Background: an optimization exercise with open tools, aiming at small area, a short achievable clock period and few clock cycles per item. Do not read the settings as production practice.
The RTL was checked by simulation tests, not by an equivalence proof against the original design.

File: design/flow/config.mk
export PLATFORM = sky130hd
export DESIGN_NAME = xdrop_aligner
export DESIGN_NICKNAME = xdrop_aligner
export VERILOG_FILES = /design/flow/design.v
export SDC_FILE = /design/flow/constraint.sdc
export NUM_CORES = 4
export LEC_CHECK = 0
export CAP_MARGIN = 20
export CORE_MARGIN = 2
export CORE_UTILIZATION = 40
export SLEW_MARGIN = 20
File: design/flow/run.sh
#!/bin/bash
# synth_recipe.tcl (not shown) runs the flow's synth.tcl, then flattens the netlist and writes it again
# the make line also repeats each setting of config.mk as NAME=value (left out here)
make -C /OpenROAD-flow-scripts/flow DESIGN_CONFIG=/design/flow/config.mk WORK_HOME=/design/flow/orfs CLKGATE_MAP_FILE= SYNTH_SCRIPT=/design/flow/synth_recipe.tcl finish
File: design/flow/constraint.sdc
create_clock -name core_clock -period 11.5 [get_ports {clk}]
set_input_delay 2.3000 -clock core_clock [delete_from_list [all_inputs] [get_ports {clk}]]
set_output_delay 2.3000 -clock core_clock [all_outputs]
set_load 0.01 [all_outputs]
File: design/flow/design.v
`timescale 1ns/100ps
module align_fsm (
    input  wire clk,
    input  wire rst,
    input  wire start,
    input  wire done,
    output wire go,
    output reg  busy
);
    assign go = start & ~busy;
    always @(posedge clk) begin
        if (rst) begin
            busy <= 1'b0;
        end else if (go) begin
            busy <= 1'b1;
        end else if (done) begin
            busy <= 1'b0;
        end
    end
endmodule
`timescale 1ns/100ps
module stream_counter (
    input  wire clk,
    input  wire rst,
    input  wire go,
    input  wire run,
    input  wire complement_ref,
    input  wire complement_query,
    input  wire [7:0] ref_len,
    input  wire [4:0] query_len,
    input  wire [7:0] ref_data,
    input  wire [7:0] query_data,
    output reg  [7:0] ref_addr,
    output reg  [4:0] query_addr,
    output reg  [2:0] ref_code,
    output reg  [2:0] q_code
);
    function [2:0] ascii_to_nt;
        input [7:0] ch;
        input complement;
        begin
            case (ch)
                8'h41, 8'h61: ascii_to_nt = {1'b0, {2{complement}} ^ 2'd0};
                8'h43, 8'h63: ascii_to_nt = {1'b0, {2{complement}} ^ 2'd1};
                8'h47, 8'h67: ascii_to_nt = {1'b0, {2{complement}} ^ 2'd2};
                8'h54, 8'h74: ascii_to_nt = {1'b0, {2{complement}} ^ 2'd3};
                default: ascii_to_nt = 3'd4;
            endcase
        end
    endfunction
    reg r_valid;
    reg q_valid;
    always @(posedge clk) begin
        if (rst) begin
            ref_addr <= 8'd0;
            query_addr <= 5'd0;
            r_valid <= 1'b0;
            q_valid <= 1'b0;
        end else if (go) begin
            ref_addr <= 8'd1;
            query_addr <= 5'd1;
            r_valid <= 1'b1;
            q_valid <= 1'b1;
        end else if (run) begin
            r_valid <= (ref_addr < ref_len);
            if (ref_addr < ref_len) begin
                ref_addr <= ref_addr + 1'b1;
            end
            q_valid <= (query_addr < query_len);
            if (~query_addr[4]) begin
                query_addr <= query_addr + 1'b1;
            end
        end else begin
            ref_addr <= 8'd0;
            query_addr <= 5'd0;
            r_valid <= 1'b0;
            q_valid <= 1'b0;
        end
    end
    always @(posedge clk) begin
        ref_code <= r_valid ? ascii_to_nt(ref_data, complement_ref) : 3'd7;
        q_code <= q_valid ? ascii_to_nt(query_data, complement_query) : 3'd5;
    end
endmodule
`timescale 1ns/100ps
module pe #(
    parameter integer ROW = 0
) (
    input  wire clk,
    input  wire flush,
    input  wire signed [5:0] p_match,
    input  wire signed [5:0] p_mismatch,
    input  wire signed [5:0] p_n_score,
    input  wire signed [5:0] p_gap_open,
    input  wire signed [5:0] p_gap_extend,
    input  wire [2:0] q_code,
    input  wire [2:0] up_tok,
    input  wire [2:0] next_tok,
    input  wire [9:0] up_h,
    input  wire [9:0] up_hg,
    input  wire [9:0] up_d,
    output reg  [2:0] tok,
    output reg  [9:0] h,
    output wire [9:0] hg,
    output reg  [9:0] d,
    output wire cell_valid,
    output wire next_valid
);
    function [9:0] sat_add;
        input [9:0] a;
        input signed [5:0] b;
        reg [10:0] sum;
        begin
            sum = {1'b0, a} + {{5{b[5]}}, b};
            sat_add = sum[10] ? 10'd0 : sum[9:0];
        end
    endfunction
    reg [2:0] q;
    reg [9:0] i_reg;
    reg [9:0] dg;
    wire up_col0 = (up_tok == 3'd5);
    wire up_real = ~up_tok[2] | (up_tok[1:0] == 2'b00);
    wire q_present = ~(q[2] & q[0]);
    wire [2:0] q_eff = up_col0 ? q_code : q;
    wire is_n = q_eff[2] | next_tok[2];
    wire is_eq = (q_eff[1:0] == next_tok[1:0]);
    wire signed [5:0] s = is_n ? p_n_score : (is_eq ? p_match : p_mismatch);
    wire [9:0] a = sat_add(h, p_gap_open);
    wire [9:0] b = sat_add(i_reg, p_gap_extend);
    wire [9:0] c = up_hg;
    wire [9:0] e = sat_add(up_d, p_gap_extend);
    assign hg = a;
    wire ab = (a >= b);
    wire ce = (c >= e);
    wire ac = (h >= up_h);
    wire ae = (a >= e);
    wire bc = (b >= c);
    wire be = (i_reg >= up_d);
    wire ga = (dg >= a);
    wire gb = (dg >= b);
    wire gc = (dg >= c);
    wire ge = (dg >= e);
    wire [9:0] i_new = ab ? a : b;
    wire d_pick_c;
    generate
        if (ROW == 0) begin : g_top
            assign d_pick_c = ce;
        end else begin : g_low
            assign d_pick_c = ce & ~up_col0;
        end
    endgenerate
    wire [9:0] d_new = d_pick_c ? c : e;
    wire i_ge_d = ab ? (ce ? ac : ae) : (ce ? bc : be);
    wire g_top_pick = ga & gb & gc & ge;
    wire sel_g = ~up_col0 & g_top_pick;
    wire sel_i = ~up_col0 & ~g_top_pick & i_ge_d;
    wire sel_d = up_col0 | (~g_top_pick & ~i_ge_d);
    wire [9:0] h_new = ({10{sel_g}} & dg) | ({10{sel_i}} & i_new) | ({10{sel_d}} & d_new);
    always @(posedge clk) begin
        tok <= {up_tok[2] | flush, up_tok[1] | flush, up_tok[0]};
        h <= h_new;
        i_reg <= up_col0 ? 10'd0 : i_new;
        d <= d_new;
        dg <= sat_add(up_h, s);
        if (up_col0) begin
            q <= q_code;
        end
    end
    assign cell_valid = (~tok[2] | (tok[1:0] == 2'b00)) & q_present;
    assign next_valid = up_real & q_present;
endmodule
`timescale 1ns/100ps
module pe_array #(
    parameter integer NUM_PE = 16
) (
    input  wire clk,
    input  wire flush,
    input  wire h0_init,
    input  wire h0_first,
    input  wire signed [5:0] p_match,
    input  wire signed [5:0] p_mismatch,
    input  wire signed [5:0] p_n_score,
    input  wire signed [5:0] p_gap_open,
    input  wire signed [5:0] p_gap_extend,
    input  wire [2:0] q_code,
    input  wire [2:0] tok0,
    input  wire [2:0] tok0_next,
    output wire [NUM_PE*10-1:0] h_col,
    output wire [NUM_PE-1:0] cell_valid,
    output wire [NUM_PE-1:0] next_valid
);
    function [9:0] sat_add;
        input [9:0] a;
        input signed [5:0] b;
        reg [10:0] sum;
        begin
            sum = {1'b0, a} + {{5{b[5]}}, b};
            sat_add = sum[10] ? 10'd0 : sum[9:0];
        end
    endfunction
    reg [9:0] h0;
    always @(posedge clk) begin
        h0 <= h0_init ? 10'd256 : sat_add(h0, h0_first ? p_gap_open : p_gap_extend);
    end
    wire [3*(NUM_PE+2)-1:0] l_tok;
    wire [10*(NUM_PE+1)-1:0] l_h;
    wire [10*(NUM_PE+1)-1:0] l_hg;
    wire [10*(NUM_PE+1)-1:0] l_d;
    assign l_tok[2:0] = tok0_next;
    assign l_tok[5:3] = tok0;
    assign l_h[9:0] = h0;
    assign l_hg[9:0] = sat_add(h0, p_gap_open);
    assign l_d[9:0] = 10'd0;
    genvar k;
    generate
        for (k = 0; k < NUM_PE; k = k + 1) begin : g_pe
            pe #(.ROW(k)) u_pe (
                .clk(clk), .flush(flush),
                .p_match(p_match), .p_mismatch(p_mismatch), .p_n_score(p_n_score),
                .p_gap_open(p_gap_open), .p_gap_extend(p_gap_extend),
                .q_code(q_code),
                .up_tok(l_tok[3*(k+1) +: 3]),
                .next_tok(l_tok[3*k +: 3]),
                .up_h(l_h[10*k +: 10]),
                .up_hg(l_hg[10*k +: 10]),
                .up_d(l_d[10*k +: 10]),
                .tok(l_tok[3*(k+2) +: 3]),
                .h(l_h[10*(k+1) +: 10]),
                .hg(l_hg[10*(k+1) +: 10]),
                .d(l_d[10*(k+1) +: 10]),
                .cell_valid(cell_valid[k]),
                .next_valid(next_valid[k])
            );
            assign h_col[10*k +: 10] = l_h[10*(k+1) +: 10];
        end
    endgenerate
endmodule
`timescale 1ns/100ps
module max_tracker #(
    parameter integer NUM_PE = 16
) (
    input  wire clk,
    input  wire rst,
    input  wire init,
    input  wire busy,
    input  wire [8:0] xdrop,
    input  wire [7:0] diag_cnt,
    input  wire [NUM_PE*10-1:0] h_col,
    input  wire [NUM_PE-1:0] cell_valid,
    input  wire [NUM_PE-1:0] next_valid,
    output reg  done,
    output reg  xdrop_hit,
    output reg  [9:0] best,
    output reg  [7:0] best_ref,
    output reg  [4:0] best_query
);
    function [3:0] pick4;
        input [9:0] x0;
        input [9:0] x1;
        input [9:0] x2;
        input [9:0] x3;
        reg c01, c02, c03, c12, c13, c23;
        begin
            c01 = x1 > x0;
            c02 = x2 > x0;
            c03 = x3 > x0;
            c12 = x2 > x1;
            c13 = x3 > x1;
            c23 = x3 > x2;
            pick4[0] = ~c01 & ~c02 & ~c03;
            pick4[1] = c01 & ~c12 & ~c13;
            pick4[2] = c02 & c12 & ~c23;
            pick4[3] = c03 & c13 & c23;
        end
    endfunction
    wire [9:0] key [0:NUM_PE-1];
    genvar g;
    generate
        for (g = 0; g < NUM_PE; g = g + 1) begin : g_key
            assign key[g] = h_col[10*g +: 10] & {10{cell_valid[g]}};
        end
    endgenerate
    reg [9:0] grp_v [0:3];
    reg [1:0] grp_i [0:3];
    reg s_any;
    reg s_last;
    integer n;
    reg [3:0] p;
    always @(posedge clk) begin
        for (n = 0; n < 4; n = n + 1) begin
            p = pick4(key[4*n], key[4*n+1], key[4*n+2], key[4*n+3]);
            grp_v[n] <= ({10{p[0]}} & key[4*n]) | ({10{p[1]}} & key[4*n+1]) |
                        ({10{p[2]}} & key[4*n+2]) | ({10{p[3]}} & key[4*n+3]);
            grp_i[n] <= {p[3] | p[2], p[3] | p[1]};
        end
        s_any <= busy & (|cell_valid);
        s_last <= ~(|next_valid);
    end
    wire [3:0] gp = pick4(grp_v[0], grp_v[1], grp_v[2], grp_v[3]);
    wire [9:0] m = ({10{gp[0]}} & grp_v[0]) | ({10{gp[1]}} & grp_v[1]) |
                   ({10{gp[2]}} & grp_v[2]) | ({10{gp[3]}} & grp_v[3]);
    wire [1:0] m_grp = {gp[3] | gp[2], gp[3] | gp[1]};
    wire [1:0] m_sub = ({2{gp[0]}} & grp_i[0]) | ({2{gp[1]}} & grp_i[1]) |
                       ({2{gp[2]}} & grp_i[2]) | ({2{gp[3]}} & grp_i[3]);
    wire [3:0] mk = {m_grp, m_sub};
    wire [10:0] floor_score = {1'b0, best} - {2'b00, xdrop};
    wire ge_best = (grp_v[0] >= best) | (grp_v[1] >= best) |
                   (grp_v[2] >= best) | (grp_v[3] >= best);
    wire below = ~floor_score[10] &
                 (grp_v[0] < floor_score[9:0]) & (grp_v[1] < floor_score[9:0]) &
                 (grp_v[2] < floor_score[9:0]) & (grp_v[3] < floor_score[9:0]);
    wire active = busy & ~done & s_any;
    always @(posedge clk) begin
        if (rst) begin
            done <= 1'b0;
        end else begin
            done <= active & ((~ge_best & below) | s_last);
        end
    end
    always @(posedge clk) begin
        if (init) begin
            xdrop_hit <= 1'b0;
            best <= 10'd256;
            best_ref <= 8'd0;
            best_query <= 5'd0;
        end else if (active) begin
            if (ge_best) begin
                best <= m;
                best_ref <= diag_cnt + {4'hf, ~mk};
                best_query <= {1'b0, mk} + 5'd1;
            end else if (below) begin
                xdrop_hit <= 1'b1;
            end
        end
    end
endmodule
`timescale 1ns/100ps
module xdrop_aligner (
    input  wire clk,
    input  wire rst,
    input  wire start,
    input  wire complement_ref,
    input  wire complement_query,
    input  wire signed [9:0] match,
    input  wire signed [9:0] mismatch,
    input  wire signed [9:0] n_score,
    input  wire signed [9:0] gap_open,
    input  wire signed [9:0] gap_extend,
    input  wire signed [9:0] xdrop,
    input  wire [7:0] ref_len,
    input  wire [7:0] query_len,
    input  wire [7:0] ref_data,
    input  wire [7:0] query_data,
    output wire [7:0] ref_addr,
    output wire [7:0] query_addr,
    output wire busy,
    output wire done,
    output wire xdropped,
    output wire signed [9:0] max_score,
    output wire [7:0] max_ref_idx,
    output wire [7:0] max_query_idx
);
    localparam integer NUM_PE = 16;
    reg signed [5:0] p_match;
    reg signed [5:0] p_mismatch;
    reg signed [5:0] p_n_score;
    reg signed [5:0] p_gap_open;
    reg signed [5:0] p_gap_extend;
    reg [8:0] p_xdrop;
    reg [7:0] p_ref_len;
    reg [4:0] p_query_len;
    always @(posedge clk) begin
        p_match <= match[5:0];
        p_mismatch <= mismatch[5:0];
        p_n_score <= n_score[5:0];
        p_gap_open <= gap_open[5:0];
        p_gap_extend <= gap_extend[5:0];
        p_xdrop <= xdrop[8:0];
        p_ref_len <= ref_len;
        p_query_len <= query_len[4:0];
    end
    wire go;
    wire run;
    reg go1;
    reg go2;
    reg [7:0] diag_cnt;
    reg [2:0] tok0;
    wire [2:0] tok0_next;
    wire [2:0] ref_code;
    wire [2:0] q_code;
    wire [4:0] qa;
    wire [NUM_PE*10-1:0] h_col;
    wire [NUM_PE-1:0] cell_valid;
    wire [NUM_PE-1:0] next_valid;
    wire [9:0] best;
    wire [4:0] best_query;
    assign run = busy & ~done;
    always @(posedge clk) begin
        go1 <= go;
        go2 <= go1;
        diag_cnt <= go ? 8'hfe : diag_cnt + 1'b1;
    end
    assign tok0_next = go1 ? 3'd5 : ref_code;
    always @(posedge clk) begin
        tok0 <= {tok0_next[2] | ~busy, tok0_next[1] | ~busy, tok0_next[0]};
    end
    align_fsm u_fsm (
        .clk(clk), .rst(rst), .start(start), .done(done),
        .go(go), .busy(busy)
    );
    stream_counter u_cnt (
        .clk(clk), .rst(rst), .go(go), .run(run),
        .complement_ref(complement_ref), .complement_query(complement_query),
        .ref_len(p_ref_len), .query_len(p_query_len),
        .ref_data(ref_data), .query_data(query_data),
        .ref_addr(ref_addr), .query_addr(qa),
        .ref_code(ref_code), .q_code(q_code)
    );
    assign query_addr = {3'b000, qa};
    pe_array #(.NUM_PE(NUM_PE)) u_array (
        .clk(clk), .flush(~busy), .h0_init(go1), .h0_first(go2),
        .p_match(p_match), .p_mismatch(p_mismatch), .p_n_score(p_n_score),
        .p_gap_open(p_gap_open), .p_gap_extend(p_gap_extend),
        .q_code(q_code), .tok0(tok0), .tok0_next(tok0_next),
        .h_col(h_col), .cell_valid(cell_valid), .next_valid(next_valid)
    );
    max_tracker #(.NUM_PE(NUM_PE)) u_max (
        .clk(clk), .rst(rst), .init(go), .busy(busy),
        .xdrop(p_xdrop), .diag_cnt(diag_cnt),
        .h_col(h_col), .cell_valid(cell_valid), .next_valid(next_valid),
        .done(done), .xdrop_hit(xdropped),
        .best(best), .best_ref(max_ref_idx), .best_query(best_query)
    );
    assign max_score = {best[9:8] - 2'd1, best[7:0]};
    assign max_query_idx = {3'b000, best_query};
endmodule
==> results of run 1 <==
-- worst max-delay path, cell delays in order (launching register included) --
cell       delay [ns]
dfxtp_4          0.70
clkinv_2         0.78
buf_4            0.55
fa_1             0.50
and2b_1          0.25
o2111ai_1        0.20
a31oi_4          0.22
mux2i_1          0.13
a2111o_1         0.50
nor3_1           0.56
inv_1            0.15
ha_1             0.33
a21o_1           0.18
a31oi_1          0.26
o21ai_1          0.14
o22ai_1          0.60
nor2_1           0.12
a211o_1          0.36
and2_1           0.27
and3_1           0.25
a211oi_1         0.34
-- layer usage --
| layer | vias up | GRT usage, % | wire (um) |
|---|---|---|---|
| met4 | 0 | 11.4 | 17800 |
| li1 | 48500 | - | - |
| met3 | 802 | 3.67 | 25300 |
| met1 | 45700 | 35.6 | 168000 |
| met2 | 3166 | 43.3 | 167000 |
| met5 | - | 0 | 0 |
-- worst paths after layout --
path,depth (start not counted),end,slack (ns)
setup / recovery,20,u_array.g_pe[13].u_pe.h[2],3.90
hold / removal,0,u_array.g_pe[7].u_pe.tok[0],0.39
setup reg to reg,20,u_array.g_pe[13].u_pe.h[2],3.90
hold reg to reg,0,u_array.g_pe[7].u_pe.tok[0],0.39
-- area by class of cell --
class                   instances  area, sq um  share of cell area [%]
well taps                    3552         4440                    3.79
clock buffers                 144         3140                    2.68
flip-flops and latches        898        18000                    15.4
clock inverters                69          991                   0.846
multi-input cells           10900        84400                    72.0
diodes                         30         75.1                  0.0641
repair buffers                230         2020                    1.73
inverters                    1076         4050                    3.46
-- cell families after synthesis --
family	share of synthesized area, %
buffers and inverters	4.87
XOR/XNOR	4.50
AO/OA/AOI/OAI	21.4
flip-flops	16.7
adder cells (fa/ha/maj)	31.9
AND/OR/NAND/NOR	17.4
multiplexers	3.23
other	0.00349
-- cell usage in the layout (no fill, tap or decap), types with 38 or more instances in the layout --
master           synthesis  routed
ha_1                  2629    2629
inv_1                 1069    1067
nand2_1               1046    1046
nor2_1                 946     946
dfxtp_1                898     879
a21oi_1                846     845
o21ai_0                699     699
nand3_1                408     408
a21o_1                 408     408
xnor2_1                380     379
nand2b_1               316     316
nor3_1                 301     300
mux2i_1                237     237
o21a_1                 215     215
nor2b_1                197     197
xor2_1                 169     169
a211oi_1               156     152
o211ai_1               151     151
and2_1                 143     143
a31oi_1                128     128
buf_4                   18     119
clkbuf_16                0     115
clkdlybuf4s50_1          0     109
nand4_1                101     101
mux2_2                  95      95
o2111ai_1               93      93
and3_1                  88      88
a2111oi_0               82      82
or3_1                   81      81
a221o_1                 71      71
o21bai_1                70      70
fa_1                    67      67
nor4_1                  62      61
a22oi_1                 55      55
a211o_1                 50      50
or2_2                   38      38
-- through the flow --
| step | utilization [%] | worst slack (ns) | area [sq um] | hold slack [ns] | instances |
|---|---|---|---|---|---|
| global placement | 42.2 | 3.82 | 113000 | 0.356 | 16700 |
| CTS | 43.7 | 3.91 | 117000 | 0.391 | 16900 |
| global route | 43.7 | 3.49 | 117000 | 0.405 | 16900 |
| floorplan | - | 3.40 | 107000 | 0.341 | 13200 |
| detailed placement | 42.2 | 3.98 | 113000 | 0.353 | 16700 |
| finish | 43.8 | 3.90 | 117000 | 0.388 | 16900 |
==> impl_metrics.ini, run 1 <==
[outcome]
outcome = timing/DRC/antenna clean

[die]
core_region_area_sq_um = 268000
row_count = 190
floorplan.die.height_um = 522
floorplan.initialDensity_pct = 40.2
io_pins = 142
die_width_um = 522
fp.dieArea_sq_um = 273000

[sta]
timing.clock.skew_ns = 0.0638
fmax_mhz = 132
layout_worst_path_cycle_share_pct = 66.1
maxSlewHeadroom_pct = 20.4
period_minus_slack_ns = 7.60
setup_tns_ns = 0
number_of_endpoints_with_negative_hold_slack_in_the_final_report = 0
setup_viol_count_final = 0
slew_viol_final = 0
max_slew.worst_pin.slew_ns = 1.18
setup_repair_after_global_routing_missed_its_margin = false

[logic_synthesis]
fraction_of_registers_with_async_set_or_reset_after_synthesis_pct = 0
synth_edf_count = 0
synth_seq_cells = 898
yosys-top-cells-count = 2,629 x ha_1, 1,069 x inv_1, 1,046 x nand2_1
seq_area_frac_synth_pct = 16.7
synth.top_cells.by_area = ha_1 31%, dfxtp_1 17%, a21oi_1 3.9%, inv_1 3.7%, nand2_1 3.7%
yosys_most_used_dff = dfxtp_1
synth_top_cell_by_area = ha_1
synth_area_per_cell_sq_um = 8.15
synthDominantCellAreaShare_pct = 30.6
synth_most_common_cell = ha_1
syn_area_sq_um = 107000
syn_inst = 13200
netlist-cell-type-count = 114
yosysWarnings = 23

[placement]
gpl.final_weighted_congestion = 0.978
hpwl_dp_um = 297000
port_buffers = 109

[clocking]
post_cts_resize_count = 0
clock_sink_count = 898
ctsRootBufferMaster = clkbuf_16
hold_buffers = 0
cts_setup_buffers = 0
cts_buffers = 115
cts_max_level = 3
clk_path_buf_depth = 3
clk_transition_reported_paths_ns = 0.06
clock_tree_from_tritoncts = done
worstSkewPairLatency_ns = 0.84

[critical_path]
cp-end-kind = register
crit_path_start = p_gap_extend[1]
r2r-start = p_gap_extend[1]
worst_setup_path_start_kind = register
criticalPathCategory = reg2reg
cp_max_fo = 21
worst_ep_required_time_ns = 12.20
worst_ep_arrival_time_ns = 8.30

[worst_hold_path]
timing.hold.worst.class = reg2reg
min-delay-start = u_array.g_pe[6].u_pe.tok[0]

[global_route]
via_count_of_the_first_global_routing_pass = 92400
grt_antenna_before_repair = 17
grt_first_pass_wirelength_um = 566000
grt.total_usage_pct = 26.8
grt_max_degree = 77
grt_overflow_total = 0

[route]
antenna_left = 0
wl_final_um = 378000
drt-pass1-iter-count = 8
wl_per_cell_um = 22.3
initialDrtViolationCount = 7734
route.detailed.drc = 0
num_vias = 98100
vias_per_instance = 5.80

[layout]
layout-drive-gt1-share_pct = 4.47
final_nets = 16000
fillers = 26900
flow.area_growth_from_synthesis_pct = 8.97

[job]
max_cap_viol_count = 0
Testbench counts, summed over its fixed seeds: cycles 11,626, alignments 320.
==> run 2, diff against run 1 <==
--- a/design/flow/design.v
+++ b/design/flow/design.v
@@ -97,11 +97,11 @@
     input  wire [2:0] up_tok,
     input  wire [2:0] next_tok,
     input  wire [9:0] up_h,
-    input  wire [9:0] up_hg,
+    input  wire signed [10:0] up_ra,
     input  wire [9:0] up_d,
     output reg  [2:0] tok,
     output reg  [9:0] h,
-    output wire [9:0] hg,
+    output wire signed [10:0] out_ra,
     output reg  [9:0] d,
     output wire cell_valid,
     output wire next_valid
@@ -125,21 +125,29 @@
     wire is_n = q_eff[2] | next_tok[2];
     wire is_eq = (q_eff[1:0] == next_tok[1:0]);
     wire signed [5:0] s = is_n ? p_n_score : (is_eq ? p_match : p_mismatch);
-    wire [9:0] a = sat_add(h, p_gap_open);
-    wire [9:0] b = sat_add(i_reg, p_gap_extend);
-    wire [9:0] c = up_hg;
-    wire [9:0] e = sat_add(up_d, p_gap_extend);
-    assign hg = a;
-    wire ab = (a >= b);
-    wire ce = (c >= e);
+    wire signed [10:0] h_s = {1'b0, h};
+    wire signed [10:0] i_s = {1'b0, i_reg};
+    wire signed [10:0] d_s = {1'b0, up_d};
+    wire signed [10:0] ra = h_s + p_gap_open;
+    wire signed [10:0] rb = i_s + p_gap_extend;
+    wire signed [10:0] re = d_s + p_gap_extend;
+    wire signed [10:0] rc = up_ra;
+    wire signed [10:0] rg = {1'b0, dg};
+    wire [9:0] a = ra[10] ? 10'd0 : ra[9:0];
+    wire [9:0] b = rb[10] ? 10'd0 : rb[9:0];
+    wire [9:0] c = rc[10] ? 10'd0 : rc[9:0];
+    wire [9:0] e = re[10] ? 10'd0 : re[9:0];
+    assign out_ra = ra;
+    wire ab = (ra >= rb);
+    wire ce = (rc >= re);
     wire ac = (h >= up_h);
-    wire ae = (a >= e);
-    wire bc = (b >= c);
+    wire ae = (ra >= re);
+    wire bc = (rb >= rc);
     wire be = (i_reg >= up_d);
-    wire ga = (dg >= a);
-    wire gb = (dg >= b);
-    wire gc = (dg >= c);
-    wire ge = (dg >= e);
+    wire ga = (rg >= ra);
+    wire gb = (rg >= rb);
+    wire gc = (rg >= rc);
+    wire ge = (rg >= re);
     wire [9:0] i_new = ab ? a : b;
     wire d_pick_c;
     generate
@@ -202,31 +210,44 @@
     always @(posedge clk) begin
         h0 <= h0_init ? 10'd256 : sat_add(h0, h0_first ? p_gap_open : p_gap_extend);
     end
+    localparam integer NUM_GRP = (NUM_PE + 3) / 4;
+    reg [29:0] sc [0:NUM_GRP];
+    integer gi;
+    always @(*) begin
+        sc[0] = {p_match, p_mismatch, p_n_score, p_gap_open, p_gap_extend};
+    end
+    always @(posedge clk) begin
+        for (gi = 0; gi < NUM_GRP; gi = gi + 1) begin
+            sc[gi+1] <= sc[gi];
+        end
+    end
     wire [3*(NUM_PE+2)-1:0] l_tok;
     wire [10*(NUM_PE+1)-1:0] l_h;
-    wire [10*(NUM_PE+1)-1:0] l_hg;
+    wire [11*(NUM_PE+1)-1:0] l_ra;
     wire [10*(NUM_PE+1)-1:0] l_d;
     assign l_tok[2:0] = tok0_next;
     assign l_tok[5:3] = tok0;
     assign l_h[9:0] = h0;
-    assign l_hg[9:0] = sat_add(h0, p_gap_open);
+    wire signed [10:0] h0_s = {1'b0, h0};
+    assign l_ra[10:0] = h0_s + p_gap_open;
     assign l_d[9:0] = 10'd0;
     genvar k;
     generate
         for (k = 0; k < NUM_PE; k = k + 1) begin : g_pe
             pe #(.ROW(k)) u_pe (
                 .clk(clk), .flush(flush),
-                .p_match(p_match), .p_mismatch(p_mismatch), .p_n_score(p_n_score),
-                .p_gap_open(p_gap_open), .p_gap_extend(p_gap_extend),
+                .p_match(sc[k/4+1][29:24]), .p_mismatch(sc[k/4+1][23:18]),
+                .p_n_score(sc[k/4+1][17:12]),
+                .p_gap_open(sc[k/4+1][11:6]), .p_gap_extend(sc[k/4+1][5:0]),
                 .q_code(q_code),
                 .up_tok(l_tok[3*(k+1) +: 3]),
                 .next_tok(l_tok[3*k +: 3]),
                 .up_h(l_h[10*k +: 10]),
-                .up_hg(l_hg[10*k +: 10]),
+                .up_ra(l_ra[11*k +: 11]),
                 .up_d(l_d[10*k +: 10]),
                 .tok(l_tok[3*(k+2) +: 3]),
                 .h(l_h[10*(k+1) +: 10]),
-                .hg(l_hg[10*(k+1) +: 10]),
+                .out_ra(l_ra[11*(k+1) +: 11]),
                 .d(l_d[10*(k+1) +: 10]),
                 .cell_valid(cell_valid[k]),
                 .next_valid(next_valid[k])
@@ -254,61 +275,71 @@
     output reg  [7:0] best_ref,
     output reg  [4:0] best_query
 );
-    function [3:0] pick4;
-        input [9:0] x0;
-        input [9:0] x1;
-        input [9:0] x2;
-        input [9:0] x3;
-        reg c01, c02, c03, c12, c13, c23;
-        begin
-            c01 = x1 > x0;
-            c02 = x2 > x0;
-            c03 = x3 > x0;
-            c12 = x2 > x1;
-            c13 = x3 > x1;
-            c23 = x3 > x2;
-            pick4[0] = ~c01 & ~c02 & ~c03;
-            pick4[1] = c01 & ~c12 & ~c13;
-            pick4[2] = c02 & c12 & ~c23;
-            pick4[3] = c03 & c13 & c23;
+    reg [9:0] l1_v [0:7];
+    reg l1_i [0:7];
+    reg l1_ok [0:7];
+    reg [9:0] l2_v [0:3];
+    reg [1:0] l2_i [0:3];
+    reg l2_ok [0:3];
+    reg right;
+    reg right_b;
+    integer n2, n3, n4;
+    integer n;
+    always @(*) begin
+        for (n = 0; n < 8; n = n + 1) begin
+            right = cell_valid[2*n+1] &
+                    (~cell_valid[2*n] | (h_col[10*(2*n+1) +: 10] > h_col[10*(2*n) +: 10]));
+            l1_v[n] = right ? h_col[10*(2*n+1) +: 10] : h_col[10*(2*n) +: 10];
+            l1_i[n] = right;
+            l1_ok[n] = cell_valid[2*n] | cell_valid[2*n+1];
         end
-    endfunction
-    wire [9:0] key [0:NUM_PE-1];
-    genvar g;
-    generate
-        for (g = 0; g < NUM_PE; g = g + 1) begin : g_key
-            assign key[g] = h_col[10*g +: 10] & {10{cell_valid[g]}};
+        for (n = 0; n < 4; n = n + 1) begin
+            right = l1_ok[2*n+1] & (~l1_ok[2*n] | (l1_v[2*n+1] > l1_v[2*n]));
+            l2_v[n] = right ? l1_v[2*n+1] : l1_v[2*n];
+            l2_i[n] = right ? {1'b1, l1_i[2*n+1]} : {1'b0, l1_i[2*n]};
+            l2_ok[n] = l1_ok[2*n] | l1_ok[2*n+1];
         end
-    endgenerate
+    end
     reg [9:0] grp_v [0:3];
     reg [1:0] grp_i [0:3];
-    reg s_any;
+    reg grp_ok [0:3];
     reg s_last;
-    integer n;
-    reg [3:0] p;
     always @(posedge clk) begin
-        for (n = 0; n < 4; n = n + 1) begin
-            p = pick4(key[4*n], key[4*n+1], key[4*n+2], key[4*n+3]);
-            grp_v[n] <= ({10{p[0]}} & key[4*n]) | ({10{p[1]}} & key[4*n+1]) |
-                        ({10{p[2]}} & key[4*n+2]) | ({10{p[3]}} & key[4*n+3]);
-            grp_i[n] <= {p[3] | p[2], p[3] | p[1]};
+        for (n4 = 0; n4 < 4; n4 = n4 + 1) begin
+            grp_v[n4] <= l2_v[n4];
+            grp_i[n4] <= l2_i[n4];
+            grp_ok[n4] <= l2_ok[n4] & busy;
         end
-        s_any <= busy & (|cell_valid);
         s_last <= ~(|next_valid);
     end
-    wire [3:0] gp = pick4(grp_v[0], grp_v[1], grp_v[2], grp_v[3]);
-    wire [9:0] m = ({10{gp[0]}} & grp_v[0]) | ({10{gp[1]}} & grp_v[1]) |
-                   ({10{gp[2]}} & grp_v[2]) | ({10{gp[3]}} & grp_v[3]);
-    wire [1:0] m_grp = {gp[3] | gp[2], gp[3] | gp[1]};
-    wire [1:0] m_sub = ({2{gp[0]}} & grp_i[0]) | ({2{gp[1]}} & grp_i[1]) |
-                       ({2{gp[2]}} & grp_i[2]) | ({2{gp[3]}} & grp_i[3]);
-    wire [3:0] mk = {m_grp, m_sub};
+    reg [9:0] l3_v [0:1];
+    reg [2:0] l3_i [0:1];
+    reg l3_ok [0:1];
+    reg [9:0] m;
+    reg [3:0] mk;
+    always @(*) begin
+        for (n2 = 0; n2 < 2; n2 = n2 + 1) begin
+            right_b = grp_ok[2*n2+1] & (~grp_ok[2*n2] | (grp_v[2*n2+1] > grp_v[2*n2]));
+            l3_v[n2] = right_b ? grp_v[2*n2+1] : grp_v[2*n2];
+            l3_i[n2] = right_b ? {1'b1, grp_i[2*n2+1]} : {1'b0, grp_i[2*n2]};
+            l3_ok[n2] = grp_ok[2*n2] | grp_ok[2*n2+1];
+        end
+        right_b = l3_ok[1] & (~l3_ok[0] | (l3_v[1] > l3_v[0]));
+        m = right_b ? l3_v[1] : l3_v[0];
+        mk = right_b ? {1'b1, l3_i[1]} : {1'b0, l3_i[0]};
+    end
     wire [10:0] floor_score = {1'b0, best} - {2'b00, xdrop};
-    wire ge_best = (grp_v[0] >= best) | (grp_v[1] >= best) |
-                   (grp_v[2] >= best) | (grp_v[3] >= best);
-    wire below = ~floor_score[10] &
-                 (grp_v[0] < floor_score[9:0]) & (grp_v[1] < floor_score[9:0]) &
-                 (grp_v[2] < floor_score[9:0]) & (grp_v[3] < floor_score[9:0]);
+    reg ge_best;
+    reg below;
+    always @(*) begin
+        ge_best = 1'b0;
+        below = ~floor_score[10];
+        for (n3 = 0; n3 < 4; n3 = n3 + 1) begin
+            ge_best = ge_best | (grp_ok[n3] & (grp_v[n3] >= best));
+            below = below & (~grp_ok[n3] | (grp_v[n3] < floor_score[9:0]));
+        end
+    end
+    wire s_any = grp_ok[0] | grp_ok[1] | grp_ok[2] | grp_ok[3];
     wire active = busy & ~done & s_any;
     always @(posedge clk) begin
         if (rst) begin
==> run 2 against run 1 <==
  * Largest cell class unchanged
  * Cell count shrank 6.8%
  * Core utilization grew 0.37 points
  * Worst hold slack lost 0.062 ns
  * Sequential share of layout area grew 2.6 points
  * Still clean on timing, DRC and antenna
==> impl_metrics.ini, run 2 <==
[logic_synthesis]
yosys-top-cells-count = 2,478 x ha_1, 1,118 x inv_1, 1,021 x dfxtp_1
yosysWarnings = 35
fraction_of_registers_with_async_set_or_reset_after_synthesis_pct = 0
synth_seq_cells = 1021
synth_most_common_cell = ha_1
syn_inst = 12100
seq_area_frac_synth_pct = 19.7
synthDominantCellAreaShare_pct = 29.9
syn_area_sq_um = 104000
synth_top_cell_by_area = ha_1
netlist-cell-type-count = 128
synth_area_per_cell_sq_um = 8.55
yosys_most_used_dff = dfxtp_1
synth_edf_count = 0
synth.top_cells.by_area = ha_1 30%, dfxtp_1 20%, a21oi_1 4.1%, inv_1 4.1%, nor2_1 3.3%

[worst_hold_path]
timing.hold.worst.class = reg2reg
holdPathStages = 0
holdPathEnd = u_array.sc[1][15]
min-delay-start = p_n_score[3]

[die]
row_count = 186
floorplan.initialDensity_pct = 40.3
fp.dieArea_sq_um = 263000
core_region_area_sq_um = 257000
die_width_um = 513
floorplan.die.height_um = 513
io_pins = 142

[sta]
layout_worst_path_cycle_share_pct = 53.3
maxSlewHeadroom_pct = 19.1
max_slew.worst_pin.slew_ns = 1.21
slew_viol_final = 0
setup_repair_after_global_routing_missed_its_margin = false
period_minus_slack_ns = 6.13
postLayoutSetupSlackWorst_ns = 5.37
fmax_mhz = 163
timing.clock.skew_ns = 0.0396
setup_viol_count_final = 0
number_of_endpoints_with_negative_hold_slack_in_the_final_report = 0
setup_tns_ns = 0

[placement]
gpl.final_weighted_congestion = 0.969
port_buffers = 109
hpwl_dp_um = 275000
pre_cts_slack_ns = 5.43

[layout]
final_nets = 14900
utilization_pct = 44.1
fillers = 25500
layout_common_cells = 2,478 x ha_1, 1,118 x inv_1, 1,016 x dfxtp_1
final_common_cell = ha_1
flow.area_growth_from_synthesis_pct = 9.50
layout-drive-gt1-share_pct = 4.43

[global_route]
via_count_of_the_first_global_routing_pass = 86200
grt_overflow_total = 0
grt_antenna_before_repair = 17
grt_first_pass_wirelength_um = 521000
grt_max_degree = 53
grt.total_usage_pct = 25.4

[critical_path]
worst_setup_path_start_kind = register
path_buf_inv = 3
r2r-start = u_max.grp_v[2][5]
timing.reg2reg.setup_slack_ns = 5.37
reg2reg_to = u_max.best_ref[7]
worst-path-stages = 21
cp_cell_sequence = inv_1, ha_1, nand4_1, o311ai_0, o311a_1, o21ai_0, ha_1, nand4_1, or3_1, o32ai_1, a41oi_4, inv_1, nand2_1, and2_1, inv_1, ha_1, a21o_1, maj3_2, o32ai_1, nor2_1, a21oi_1
timing.critical_path.max_delay_family = compound AO/OA/AOI/OAI gates
cp-end-kind = register
timing.critical_path.slowest_cell_delay_ns = 0.83
worst_ep_required_time_ns = 12.22
reg2reg_depth = 21
cp_max_fo = 25
slowest_stage = o311a_1
worst_ep_arrival_time_ns = 6.85
criticalPathCategory = reg2reg

[clocking]
ctsRootBufferMaster = clkbuf_16
clock_sink_count = 1021
hold_buffers = 0
clk_path_buf_depth = 3
cts_buffers = 121
clock_tree_from_tritoncts = done
worstSkewPairLatency_ns = 0.81
cts_max_level = 3
post_cts_resize_count = 0
clk_transition_reported_paths_ns = 0.06
cts_setup_buffers = 0

[route]
wl_final_um = 345000
vias_per_instance = 5.77
wl_per_cell_um = 21.9
antenna_left = 0
initialDrtViolationCount = 7687
drt-pass1-iter-count = 6
route.detailed.drc = 0
num_vias = 91000

[job]
max_cap_viol_count = 0

[outcome]
outcome = timing/DRC/antenna clean

[pwr]
run 2: cell types whose count changed in the layout (fill, tap and decap cells not counted), sizes merged, moves of 63 or more:
cell    previous run  this run
nand3            408       193
nand2b           316       224
a21o             408       327
dfxtp            898      1021
a22o               5       106
nand2           1046       618
o21ai            728       643
ha              2629      2478
a22oi             55       154
nor3             307       200
o21a             215       152
run 2: per-layer routing:
layer,part of all wire [%],global-route usage (%)
met2,45,41.4
met1,45,34.1
met4,4.2,9.57
met5,0.0038,0
met3,6.1,3.13
run 2: worst max-delay path by stage:
| stage | startpoint | end | slack (ns) |
|---|---|---|---|
| global placement | u_max.grp_v[2][7] | u_max.best_ref[7] | 5.47 |
| global route | u_max.grp_v[2][5] | u_max.best_ref[7] | 4.78 |
| CTS | u_max.grp_v[2][7] | u_max.best_ref[7] | 5.39 |
| detailed placement | u_max.grp_v[2][7] | u_max.best_ref[7] | 5.43 |
| finish | u_max.grp_v[2][5] | u_max.best_ref[7] | 5.37 |
| floorplan | u_max.grp_v[2][8] | u_max.best_ref[7] | 6.46 |
run 2: worst reg2reg max path, cell delays in order (launching register included):
cell,delay (ns)
dfxtp_1,0.42
inv_1,0.09
ha_1,0.32
nand4_1,0.13
o311ai_0,0.34
o311a_1,0.83
o21ai_0,0.32
ha_1,0.38
nand4_1,0.13
or3_1,0.41
o32ai_1,0.42
a41oi_4,0.14
inv_1,0.55
nand2_1,0.10
and2_1,0.22
inv_1,0.08
ha_1,0.23
a21o_1,0.18
maj3_2,0.31
o32ai_1,0.26
nor2_1,0.07
a21oi_1,0.11
run 2: cell families after synthesis:
| kind of cell | share of synthesized area [%] |
|---|---|
| AO/OA/AOI/OAI | 22.5 |
| AND/OR/NAND/NOR | 14.3 |
| adder cells (fa/ha/maj) | 31.2 |
| buffers and inverters | 4.87 |
| flip-flops | 19.7 |
| XOR/XNOR | 4.84 |
| multiplexers | 2.45 |
| other | 0.00362 |
run 2: area by class of cell:
cell class / instances / area, sq um / share of cell area (%)
timing repair buffer: 213 / 1870 / 1.65
inverter: 1122 / 4210 / 3.71
tap: 3384 / 4230 / 3.73
clock inverter: 76 / 1090 / 0.959
antenna: 7 / 17.5 / 0.0154
clock buffer: 153 / 3370 / 2.97
multi-input combinational: 9805 / 78200 / 68.9
sequential: 1021 / 20400 / 18.0
run 2: through the flow:
step / hold slack (ns) / area (sq um) / instances
2_1_floorplan: 0.310 / 104000 / 12100
3_3_place_gp: 0.312 / 109000 / 15500
3_5_place_dp: 0.313 / 109000 / 15500
4_1_cts: 0.327 / 113000 / 15800
5_1_grt: 0.329 / 113000 / 15800
6_report: 0.326 / 113000 / 15800
Testbench counts of run 2, summed over its fixed seeds: cycles 11,626, alignments 320.
==> run 3, diff against run 2 <==
--- a/design/flow/config.mk
+++ b/design/flow/config.mk
@@ -8,4 +8,5 @@
 export CAP_MARGIN = 20
 export CORE_MARGIN = 2
 export CORE_UTILIZATION = 40
+export SETUP_SLACK_MARGIN = 5
 export SLEW_MARGIN = 20
==> run 3 against run 2 <==
  * Still clean on timing, DRC and antenna
  * Global-route usage did not move
  * Clock skew rose by 0.0038 ns
  * Critical path depth fell by 3
  * Sequential share of layout area did not move
  * Synthesized area did not move
  * First-iteration DRC count fell by 0.31%
  * Clock-buffer cell count did not move
  * Register-to-register slack improved by 0.04 ns
  * Cell count barely moved
  * Highest routed layer unchanged
==> impl_metrics.ini, run 3 <==
[sta]
setup_viol_count_final = 0
number_of_endpoints_with_negative_hold_slack_in_the_final_report = 0
setup_repair_after_global_routing_missed_its_margin = false
period_minus_slack_ns = 6.08
setup_tns_ns = 0
timing.clock.skew_ns = 0.0433
maxSlewHeadroom_pct = 17.5
layout_worst_path_cycle_share_pct = 52.9
max_slew.worst_pin.slew_ns = 1.24
slew_viol_final = 0
postLayoutSetupSlackWorst_ns = 5.42
fmax_mhz = 164

[logic_synthesis]
synth_seq_cells = 1021
synth_edf_count = 0
yosysWarnings = 35
seq_area_frac_synth_pct = 19.7
netlist-cell-type-count = 128
fraction_of_registers_with_async_set_or_reset_after_synthesis_pct = 0
syn_inst = 12100
synth_top_cell_by_area = ha_1
synth_area_per_cell_sq_um = 8.55
yosys-top-cells-count = 2,478 x ha_1, 1,118 x inv_1, 1,021 x dfxtp_1
syn_area_sq_um = 104000
yosys_most_used_dff = dfxtp_1
synthDominantCellAreaShare_pct = 29.9
synth.top_cells.by_area = ha_1 30%, dfxtp_1 20%, a21oi_1 4.1%, inv_1 4.1%, nor2_1 3.3%
synth_most_common_cell = ha_1

[layout]
final_common_cell = ha_1
layout_common_cells = 2,478 x ha_1, 1,118 x inv_1, 1,016 x dfxtp_1
flow.area_growth_from_synthesis_pct = 9.50
layout-drive-gt1-share_pct = 4.45
final_nets = 14900

[die]
core_region_area_sq_um = 257000
io_pins = 142
fp.dieArea_sq_um = 263000
die_width_um = 513
row_count = 186
floorplan.initialDensity_pct = 40.3
floorplan.die.height_um = 513

[route]
initialDrtViolationCount = 7663
drt-pass1-iter-count = 6
vias_per_instance = 5.78
route.detailed.drc = 0
wl_per_cell_um = 21.9
num_vias = 91200
wl_final_um = 345000
antenna_left = 0

[critical_path]
criticalPathCategory = reg2reg
worst_ep_required_time_ns = 12.16
cp-end-kind = register
worst_ep_arrival_time_ns = 6.74
cp_max_fo = 10
worst_setup_path_start_kind = register

[global_route]
grt.met2_usage_pct = 41.4
grt.met3_usage_pct = 3.13
via_count_of_the_first_global_routing_pass = 86200
grt_antenna_before_repair = 17
grt_first_pass_wirelength_um = 521000
grt_max_degree = 53
grt_util_met1_pct = 34.1
globalRoute.busiestLayer = met2
grt.total_usage_pct = 25.4
grt_overflow_total = 0

[job]
max_cap_viol_count = 0

[placement]
hpwl_dp_um = 275000
pre_cts_slack_ns = 5.43
port_buffers = 109
gpl.final_weighted_congestion = 0.969

[clocking]
clk_transition_reported_paths_ns = 0.07
hold_buffers = 0
clock_tree_from_tritoncts = done
cts_buffers = 121
ctsRootBufferMaster = clkbuf_16
worstSkewPairLatency_ns = 0.81
clk_path_buf_depth = 3
cts_setup_buffers = 0
cts_max_level = 3
clock_sink_count = 1021

[worst_hold_path]
timing.hold.worst.class = reg2reg

[outcome]
outcome = timing/DRC/antenna clean
-- run 3: layout make-up --
type	instances	area, sq um
antenna	6	15.0
clock buffer	153	3370
clock inverter	76	1090
fill	25500	144000
inverter	1122	4210
multi-input combinational	9805	78200
sequential	1021	20400
tap	3384	4230
timing repair buffer	213	1870
-- run 3: final timing paths --
path	to	start	cells past startpoint	slack [ns]
worst min-delay path	u_array.sc[1][15]	p_n_score[3]	0	0.33
worst max register to register	u_array.g_pe[1].u_pe.h[5]	u_array.sc[1][2]	18	5.42
worst max-delay path	u_array.g_pe[1].u_pe.h[5]	u_array.sc[1][2]	18	5.42
worst min register to register	u_array.sc[1][15]	p_n_score[3]	0	0.33
-- run 3: critical path, cell delays in order (launching register included) --
cell and delay [ns]:
dfxtp_1 0.88, buf_4 0.31, ha_1 0.28, a21o_1 0.19
a22o_1 0.23, o211a_1 0.25, nor2_1 0.12, xnor2_1 0.26
inv_1 0.14, ha_1 0.32, nand2_1 0.07, o41ai_1 0.51
o22ai_1 0.17, a21oi_1 0.74, o31a_1 0.43, a211o_1 0.17
o211ai_1 0.29, and3_1 0.30, a221o_1 0.27
-- run 3: what timing repair did --
action                                  4_1_cts  5_1_grt
endpoints found under the setup margin        0        4
endpoints found under the hold margin         0        0
gates resized for setup                       0        2
-- run 3: per-stage QoR --
| step | area, sq um | hold WS (ns) | std cells | utilization (%) |
|---|---|---|---|---|
| 2_1_floorplan | 104000 | 0.310 | 12100 | - |
| 3_3_place_gp | 109000 | 0.312 | 15500 | 42.4 |
| 3_5_place_dp | 109000 | 0.313 | 15500 | 42.4 |
| 4_1_cts | 113000 | 0.327 | 15800 | 44.1 |
| 5_1_grt | 113000 | 0.329 | 15800 | 44.1 |
| 6_report | 113000 | 0.326 | 15800 | 44.1 |
-- run 3: cells by family after synthesis --
group | share of synthesized area (%)
compound gates | 22.5
simple gates | 14.3
fa+ha+maj | 31.2
buf+inv | 4.87
flops | 19.7
xor+xnor | 4.84
mux | 2.45
other cells | 0.00362
-- run 3: routing by layer --
layer  routed length, um  share of wire (%)
met1              155000                 45
met2              153000                 44
met3               21400                6.2
met4               14600                4.2
met5                  13             0.0038
==> run 4, diff against run 3 <==
--- a/design/flow/design.v
+++ b/design/flow/design.v
@@ -275,62 +275,74 @@
     output reg  [7:0] best_ref,
     output reg  [4:0] best_query
 );
-    reg [9:0] l1_v [0:7];
-    reg l1_i [0:7];
-    reg l1_ok [0:7];
-    reg [9:0] l2_v [0:3];
-    reg [1:0] l2_i [0:3];
-    reg l2_ok [0:3];
-    reg right;
-    reg right_b;
-    integer n2, n3, n4;
-    integer n;
-    always @(*) begin
-        for (n = 0; n < 8; n = n + 1) begin
-            right = cell_valid[2*n+1] &
-                    (~cell_valid[2*n] | (h_col[10*(2*n+1) +: 10] > h_col[10*(2*n) +: 10]));
-            l1_v[n] = right ? h_col[10*(2*n+1) +: 10] : h_col[10*(2*n) +: 10];
-            l1_i[n] = right;
-            l1_ok[n] = cell_valid[2*n] | cell_valid[2*n+1];
-        end
-        for (n = 0; n < 4; n = n + 1) begin
-            right = l1_ok[2*n+1] & (~l1_ok[2*n] | (l1_v[2*n+1] > l1_v[2*n]));
-            l2_v[n] = right ? l1_v[2*n+1] : l1_v[2*n];
-            l2_i[n] = right ? {1'b1, l1_i[2*n+1]} : {1'b0, l1_i[2*n]};
-            l2_ok[n] = l1_ok[2*n] | l1_ok[2*n+1];
+    function [3:0] pick4;
+        input [39:0] x;
+        input [3:0] v;
+        reg [5:0] w;
+        begin
+            w[0] = v[1] & (~v[0] | (x[19:10] > x[9:0]));
+            w[1] = v[2] & (~v[0] | (x[29:20] > x[9:0]));
+            w[2] = v[3] & (~v[0] | (x[39:30] > x[9:0]));
+            w[3] = v[2] & (~v[1] | (x[29:20] > x[19:10]));
+            w[4] = v[3] & (~v[1] | (x[39:30] > x[19:10]));
+            w[5] = v[3] & (~v[2] | (x[39:30] > x[29:20]));
+            pick4[0] = ~w[0] & ~w[1] & ~w[2];
+            pick4[1] = w[0] & ~w[3] & ~w[4];
+            pick4[2] = w[1] & w[3] & ~w[5];
+            pick4[3] = w[2] & w[4] & w[5];
+        end
+    endfunction
+    function [9:0] mux4;
+        input [39:0] x;
+        input [3:0] p;
+        begin
+            mux4 = ({10{p[0]}} & x[9:0]) | ({10{p[1]}} & x[19:10]) |
+                   ({10{p[2]}} & x[29:20]) | ({10{p[3]}} & x[39:30]);
         end
-    end
+    endfunction
     reg [9:0] grp_v [0:3];
     reg [1:0] grp_i [0:3];
     reg grp_ok [0:3];
     reg s_last;
+    reg [3:0] p1 [0:3];
+    integer n;
+    always @(*) begin
+        for (n = 0; n < 4; n = n + 1) begin
+            p1[n] = pick4(h_col[40*n +: 40], cell_valid[4*n +: 4]);
+        end
+    end
+    integer n1;
     always @(posedge clk) begin
-        for (n4 = 0; n4 < 4; n4 = n4 + 1) begin
-            grp_v[n4] <= l2_v[n4];
-            grp_i[n4] <= l2_i[n4];
-            grp_ok[n4] <= l2_ok[n4] & busy;
+        for (n1 = 0; n1 < 4; n1 = n1 + 1) begin
+            grp_v[n1] <= mux4(h_col[40*n1 +: 40], p1[n1]);
+            grp_i[n1] <= {p1[n1][3] | p1[n1][2], p1[n1][3] | p1[n1][1]};
+            grp_ok[n1] <= (|cell_valid[4*n1 +: 4]) & busy;
         end
         s_last <= ~(|next_valid);
     end
-    reg [9:0] l3_v [0:1];
-    reg [2:0] l3_i [0:1];
-    reg l3_ok [0:1];
-    reg [9:0] m;
-    reg [3:0] mk;
+    wire [39:0] gv = {grp_v[3], grp_v[2], grp_v[1], grp_v[0]};
+    wire [3:0] gok = {grp_ok[3], grp_ok[2], grp_ok[1], grp_ok[0]};
+    wire [3:0] p2 = pick4(gv, gok);
+    wire [9:0] m = mux4(gv, p2);
+    reg [7:0] ref_c [0:3];
+    reg [4:0] qry_c [0:3];
+    reg [7:0] m_ref;
+    reg [4:0] m_qry;
+    integer n2;
     always @(*) begin
-        for (n2 = 0; n2 < 2; n2 = n2 + 1) begin
-            right_b = grp_ok[2*n2+1] & (~grp_ok[2*n2] | (grp_v[2*n2+1] > grp_v[2*n2]));
-            l3_v[n2] = right_b ? grp_v[2*n2+1] : grp_v[2*n2];
-            l3_i[n2] = right_b ? {1'b1, grp_i[2*n2+1]} : {1'b0, grp_i[2*n2]};
-            l3_ok[n2] = grp_ok[2*n2] | grp_ok[2*n2+1];
-        end
-        right_b = l3_ok[1] & (~l3_ok[0] | (l3_v[1] > l3_v[0]));
-        m = right_b ? l3_v[1] : l3_v[0];
-        mk = right_b ? {1'b1, l3_i[1]} : {1'b0, l3_i[0]};
+        m_ref = 8'd0;
+        m_qry = 5'd0;
+        for (n2 = 0; n2 < 4; n2 = n2 + 1) begin
+            ref_c[n2] = diag_cnt + {4'hf, ~n2[1:0], ~grp_i[n2]};
+            qry_c[n2] = {1'b0, n2[1:0], grp_i[n2]} + 5'd1;
+            m_ref = m_ref | ({8{p2[n2]}} & ref_c[n2]);
+            m_qry = m_qry | ({5{p2[n2]}} & qry_c[n2]);
+        end
     end
     wire [10:0] floor_score = {1'b0, best} - {2'b00, xdrop};
     reg ge_best;
     reg below;
+    integer n3;
     always @(*) begin
         ge_best = 1'b0;
         below = ~floor_score[10];
@@ -339,7 +351,7 @@
             below = below & (~grp_ok[n3] | (grp_v[n3] < floor_score[9:0]));
         end
     end
-    wire s_any = grp_ok[0] | grp_ok[1] | grp_ok[2] | grp_ok[3];
+    wire s_any = |gok;
     wire active = busy & ~done & s_any;
     always @(posedge clk) begin
         if (rst) begin
@@ -357,8 +369,8 @@
         end else if (active) begin
             if (ge_best) begin
                 best <= m;
-                best_ref <= diag_cnt + {4'hf, ~mk};
-                best_query <= {1'b0, mk} + 5'd1;
+                best_ref <= m_ref;
+                best_query <= m_qry;
             end else if (below) begin
                 xdrop_hit <= 1'b1;
             end
==> design/flow/flow/run.sh (new file) <==
#!/bin/bash
set -euo pipefail
bash standard.sh SETUP_SLACK_MARGIN=7 finish > standard_flow.log 2>&1
==> design/flow/standard.sh (new file) <==
#!/bin/bash
# synth_recipe.tcl (not shown) runs the flow's synth.tcl, then flattens the netlist and writes it again
# the make line also repeats each setting of config.mk as NAME=value (left out here)
make -C /OpenROAD-flow-scripts/flow DESIGN_CONFIG=/design/flow/config.mk WORK_HOME=/design/flow/orfs CLKGATE_MAP_FILE= SYNTH_SCRIPT=/design/flow/synth_recipe.tcl "${@:-finish}"
--- a/design/flow/config.mk
+++ b/design/flow/config.mk
@@ -8,5 +8,4 @@
 export CAP_MARGIN = 20
 export CORE_MARGIN = 2
 export CORE_UTILIZATION = 40
-export SETUP_SLACK_MARGIN = 5
 export SLEW_MARGIN = 20
removed: design/flow/run.sh
==> run 4 against run 3 <==
  * Still clean
  * Flip-flop and latch count is the same
  * Synthesized area grew 2.9%
  * Critical path depth up 2
  * Highest routed layer unchanged
==> impl_metrics.ini, run 4 <==
[outcome]
outcome = timing/DRC/antenna clean

[sta]
max_slew.worst_pin.slew_ns = 1.20
slew_viol_final = 0
fmax_mhz = 192
period_minus_slack_ns = 5.20
setup_tns_ns = 0
setup_repair_after_global_routing_missed_its_margin = true
maxSlewHeadroom_pct = 19.1
number_of_endpoints_with_negative_hold_slack_in_the_final_report = 0
setup_viol_count_final = 0
layout_worst_path_cycle_share_pct = 45.2
timing.clock.skew_ns = 0.0651

[logic_synthesis]
synth_edf_count = 0
yosysWarnings = 29
netlist-cell-type-count = 114
yosys-top-cells-count = 2,254 x ha_1, 1,228 x inv_1, 1,031 x nor2_1
synthDominantCellAreaShare_pct = 26.5
synth.top_cells.by_area = ha_1 26%, dfxtp_1 19%, inv_1 4.3%, a21oi_1 4.2%, nor2_1 3.6%
syn_area_sq_um = 107000
yosys_most_used_dff = dfxtp_1
syn_inst = 13000
synth_area_per_cell_sq_um = 8.23
synth_top_cell_by_area = ha_1
seq_area_frac_synth_pct = 19.2
fraction_of_registers_with_async_set_or_reset_after_synthesis_pct = 0
synth_most_common_cell = ha_1
synth_seq_cells = 1021

[clocking]
cts_max_level = 4
clk_transition_reported_paths_ns = 0.07
cts_buffers = 139
clk_path_buf_depth = 4
worstSkewPairLatency_ns = 0.85
clock_sink_count = 1021
clock_tree_from_tritoncts = done
ctsRootBufferMaster = clkbuf_16

[route]
route.detailed.drc = 0
antenna_left = 0
drt-pass1-iter-count = 7
wl_final_um = 422000
vias_per_instance = 5.97
num_vias = 106000
initialDrtViolationCount = 9704
wl_per_cell_um = 23.9

[critical_path]
worst_ep_arrival_time_ns = 5.91
reg2reg_to = u_array.g_pe[4].u_pe.h[7]
cp-end-kind = register
r2r-start = u_array.sc[2][1]
path_buf_inv = 6
cp_cell_sequence = clkinvlp_4, buf_6, fa_2, buf_4, buf_4, xnor2_1, inv_1, ha_1, nor3_1, o21ai_1, a21oi_1, o221ai_2, maj3_2, maj3_2, o31ai_4, mux2_4, mux2i_4, buf_6, mux2i_1, a221o_1
timing.critical_path.max_delay_family = adder cells
slowest_stage = xnor2_1
cp_max_fo = 5
timing.critical_path.slowest_cell_delay_ns = 0.52
criticalPathCategory = reg2reg
worst_setup_path_start_kind = register
reg2reg_depth = 20
worst_ep_required_time_ns = 12.21
timing.reg2reg.setup_slack_ns = 6.30

[global_route]
grt.total_usage_pct = 29.1
grt_antenna_before_repair = 24
grt_overflow_total = 0
grt_first_pass_wirelength_um = 610000
grt_max_degree = 39
via_count_of_the_first_global_routing_pass = 97900

[die]
row_count = 189
fp.dieArea_sq_um = 271000
core_region_area_sq_um = 265000
die_width_um = 520
io_pins = 142
floorplan.initialDensity_pct = 40.2
floorplan.die.height_um = 520

[layout]
final_common_cell = ha_1
layout-drive-gt1-share_pct = 21.6
final_nets = 16500
post-route-cell-area_sq_um = 137000
flow.area_growth_from_synthesis_pct = 28.1
utilization_pct = 51.5
layout_common_cells = 2,140 x ha_1, 1,129 x inv_1, 938 x nor2_1

[worst_hold_path]
holdPathEnd = u_array.sc[1][16]
holdPathStages = 0
timing.hold.worst.class = reg2reg
min-delay-start = p_n_score[4]

[placement]
instance_area_after_placement_sq_um = 113000
gpl.final_weighted_congestion = 0.996
hpwl_dp_um = 302000
port_buffers = 109

[job]
max_cap_viol_count = 0
-- run 4: cell count changes after synthesis, moves of 74 or more --
cell	previous run	this run
a21o_1	327	411
a22o_1	106	19
a22oi_1	154	75
a31oi_1	80	156
clkbuf_1	121	211
ha_1	2478	2254
inv_1	1118	1228
maj3_1	0	82
nand2_1	618	730
nor2_1	905	1031
nor3_1	191	302
o21a_1	151	249
o21ai_0	627	553
xnor2_1	350	426
-- run 4: cells by family after synthesis --
family,share of synthesized area (%)
buffers and inverters,5.37
AO/OA/AOI/OAI,23.1
multiplexers,2.63
AND/OR/NAND/NOR,16.0
flip-flops,19.2
adder cells (fa/ha/maj),28.6
XOR/XNOR,5.12
other,0.00352
-- run 4: repair_timing --
action | 4_1_cts | 5_1_grt
cloned | 34 | 19
setup endpoints to repair | 630 | 586
gates resized for setup | 1362 | 959
pin swaps | 475 | 486
hold buffers | 0 | 0
buffers inserted | 647 | 282
-- run 4: area by class of cell --
type / instances / area, sq um
Clock buffer: 184 / 4000
Tap cell: 3533 / 4420
Fill cell: 24200 / 129000
Inverter: 1245 / 4790
Timing Repair Buffer: 1171 / 11000
Multi-Input combinational cell: 10500 / 90900
Sequential cell: 1021 / 20700
Antenna cell: 6 / 15.0
Clock inverter: 56 / 687
-- run 4: metal layers --
metal  wire length [um]  GRT usage, %
met1             172000          36.8
met2             189000          47.5
met5                 78             0
met4              28000          15.4
met3              32700          4.50
-- run 4: per-stage QoR --
stage	hold WS (ns)	setup slack [ns]	std cells
after floorplan	0.310	6.70	13000
after global placement	0.312	5.02	16500
after detailed placement	0.321	4.99	16500
after CTS	0.332	6.53	17400
after global routing	0.346	6.16	17700
final	0.328	6.30	17700
-- run 4: how the worst max path moves through the flow --
stage,start,endpoint,cells past startpoint
6_report,u_array.sc[2][1],u_array.g_pe[4].u_pe.h[7],20
5_1_grt,u_array.sc[2][1],u_array.g_pe[4].u_pe.h[7],23
4_1_cts,u_array.sc[2][1],u_array.g_pe[4].u_pe.h[7],23
3_5_place_dp,u_array.sc[2][1],u_array.g_pe[5].u_pe.h[7],19
3_3_place_gp,u_array.sc[2][1],u_array.g_pe[4].u_pe.h[1],22
2_1_floorplan,u_array.sc[2][1],u_array.g_pe[4].u_pe.h[2],22
Testbench counts of run 4, summed over its fixed seeds: cycles 11,626, alignments 320.

-- re-timing with driven ports --
In the flow no input, the clock included, has a driving cell. The finished layouts below were timed again as built, in two steps.
Step 1 assumes that a clkbuf_16 drives the clock port and a buf_2 every other input.
Step 2 also shifts input and output timing later by t, the mid clock arrival at the registers, as if the neighbouring blocks saw the same clock.
Slacks: no drivers / after step 1 / after step 2; pairs: no drivers / after step 1.
run	t (ns)	setup slack, ns	worst setup path after step 2	clock arrival spread, ns	cell pins on the clock port's net
run 1	0.891	3.900 / 3.900 / 3.900	register to register	0.067 / 0.067	1
run 2	0.893	5.372 / 5.372 / 5.372	register to register	0.042 / 0.042	1
run 3	0.891	5.415 / 5.415 / 5.415	register to register	0.045 / 0.045	1
run 4	0.906	6.301 / 6.301 / 6.301	register to register	0.073 / 0.073	1
After both steps setup and hold are still met in every run listed.
